Background: an optimization exercise with open tools, aiming at small area and a short achievable clock period. Do not read the settings as production practice. In this exercise RTL edits were held to simulation tests only and were not proved equivalent to the original. Power and IR drop assume default switching activity.

v34:
// dll_retry_monitor
module dll_retry_monitor #(
  parameter int DEPTH          = 16,
  parameter int REPLAY_TIMEOUT = 1024
) (
  input  logic                 sclk,
  input  logic                 srst,
  input  logic [1:0]           dlcm_state_i,
  input  logic                 tl2dll_valid_i,
  input  logic [255:0]         tl2dll_data_i,
  output logic                 tl2dll_ready_o,
  input  logic [15:0]          acknak_seq_num_i,
  input  logic [1:0]           acknak_seq_en_i,
  output logic                 tlp_valid_o,
  output logic [255:0]         tlp_data_o,
  output logic [11:0]          tlp_seq_o,
  input  logic                 arb_ready_i,
  output logic                 replay_rollover_o,
  output logic [$clog2(DEPTH):0] buf_count_o
);
  localparam int AW = $clog2(DEPTH);
  localparam int PW = AW + 1;
  localparam int TW = $clog2(REPLAY_TIMEOUT);
  function automatic logic lt_f(input logic [PW-1:0] x, input logic [PW-1:0] y);
    logic r;
    r = 1'b0;
    for (int i = 0; i < PW; i++) begin
      r = (~x[i] & y[i]) | (~(x[i] ^ y[i]) & r);
    end
    lt_f = r;
  endfunction
  function automatic logic [11:0] inc12_f(input logic [11:0] x);
    logic [11:0] r;
    logic        c;
    c = 1'b1;
    for (int i = 0; i < 12; i++) begin
      r[i] = x[i] ^ c;
      c    = c & x[i];
    end
    inc12_f = r;
  endfunction
  function automatic logic [PW-1:0] inc5_f(input logic [PW-1:0] x);
    inc5_f = addc5_f(x, 1'b1);
  endfunction
  function automatic logic [PW-1:0] addc5_f(input logic [PW-1:0] x, input logic ci);
    logic [PW-1:0] r;
    logic          c;
    c = ci;
    for (int i = 0; i < PW; i++) begin
      r[i] = x[i] ^ c;
      c    = c & x[i];
    end
    addc5_f = r;
  endfunction
  function automatic logic [PW-1:0] sub5_f(input logic [PW-1:0] x, input logic [PW-1:0] y);
    logic [PW-1:0] r;
    logic          c;
    c = 1'b1;
    for (int i = 0; i < PW; i++) begin
      r[i] = x[i] ^ ~y[i] ^ c;
      c    = (x[i] & ~y[i]) | (x[i] & c) | (~y[i] & c);
    end
    sub5_f = r;
  endfunction
  function automatic logic [DEPTH-1:0] dec_f(input logic [AW-1:0] x, input int off);
  ...
clock: 8.0 ns
lec_check: 0
cap_margin: 20
core_margin: 2
core_utilization: 50
cts_cluster_diameter: 100
cts_cluster_size: 28
setup_slack_margin: 4.2
slew_margin: 20
synth_hierarchical: 1
synth_minimum_keep_size: 0
tns_end_percent: 10
standard.sh (not shown) runs the stock make flow with config.mk's settings and CLKGATE_MAP_FILE= SYNTH_SCRIPT=/design/flow/synth_recipe.tcl, a recipe that flattens the netlist after the stock synthesis.
==> flow/flow/run.sh <==
#!/bin/bash
# Standard layout, with the port buffers made of buf_2 cells instead of the
# delay buffers buffer_ports picks by default. Full tool output goes to
# run.log in this folder (ORFS's per-step logs stay under orfs/logs).
set -o pipefail
export BUFFER_PORTS_ARGS="-buffer_cell sky130_fd_sc_hd__buf_2"
bash standard.sh > run.log 2>&1
[inputs] v19 vs v34
==> flow/run.sh (new file) <==
#!/bin/bash
# synth_recipe.tcl (not shown) runs the flow's synth.tcl, then flattens the netlist and writes it again
# the make line also repeats each setting of config.mk as NAME=value (left out here)
make -C /OpenROAD-flow-scripts/flow DESIGN_CONFIG=/design/flow/config.mk WORK_HOME=/design/flow/orfs CLKGATE_MAP_FILE= SYNTH_SCRIPT=/design/flow/synth_recipe.tcl finish
diff --git a/flow/config.mk b/flow/config.mk
--- a/flow/config.mk
+++ b/flow/config.mk
@@ -10,5 +10,5 @@
 export CORE_UTILIZATION = 50
 export CTS_CLUSTER_DIAMETER = 100
-export CTS_CLUSTER_SIZE = 28
+export CTS_CLUSTER_SIZE = 25
 export SETUP_SLACK_MARGIN = 4.2
 export SLEW_MARGIN = 20
removed: flow/flow/run.sh
removed: flow/standard.sh
### Flow results
- Diff v34 -> v19: final area picked up an extra 5800 um2; data required time at the worst endpoint increased 0.02 ns; hold slack has decreased; minimum period implied by the final worst setup slack rose by 0.0061 ns; total setup buffers inserted after CTS has increased.
- Looking at multi-input logic area across v34 and v19, the one that comes out higher is v19.
- Any difference in fmax between v19 and v34 is small enough to ignore.
- Between v34 and v19, actual transition at the worst max-transition pin is higher for v19, v34 comes in under that.
- Between v34 and v19, the net switching power is higher for v19.
- Compared v34 against v19; switching part of the total power within noise.

## static timing again, ports no longer ideal
In the flow no input, the clock included, has a driving cell. The finished layouts below were timed again as built, in two steps.
Step 1 sets driving cells, clkbuf_16 on the clock port and buf_2 on the other inputs (assumed; they add their load-dependent delay and slew).
Step 2 times the ports against the registers' clock, not the clock port: input delays grow and output delays shrink by t, the midpoint of the rising clock arrivals with the driver on.
a / b / c = ideal / step 1 / step 2; a / b = the first two.
| run | t, ns | setup WS [ns] | worst setup path at the end | worst slew at a driven data input, ns | pins driven straight from the clock port |
|---|---|---|---|---|---|
| v34 | 1.034 | 3.372 / 3.282 / 2.249 | input to register | 0.23 | 1 |
| v19 | 1.047 | 3.366 / 3.394 / 2.347 | input to register | 0.29 | 1 |
After both steps every run listed still meets setup and hold. For v34, which loses most, drivers alone change the setup slack by -0.090 ns; drivers and shift together by -1.123 ns.
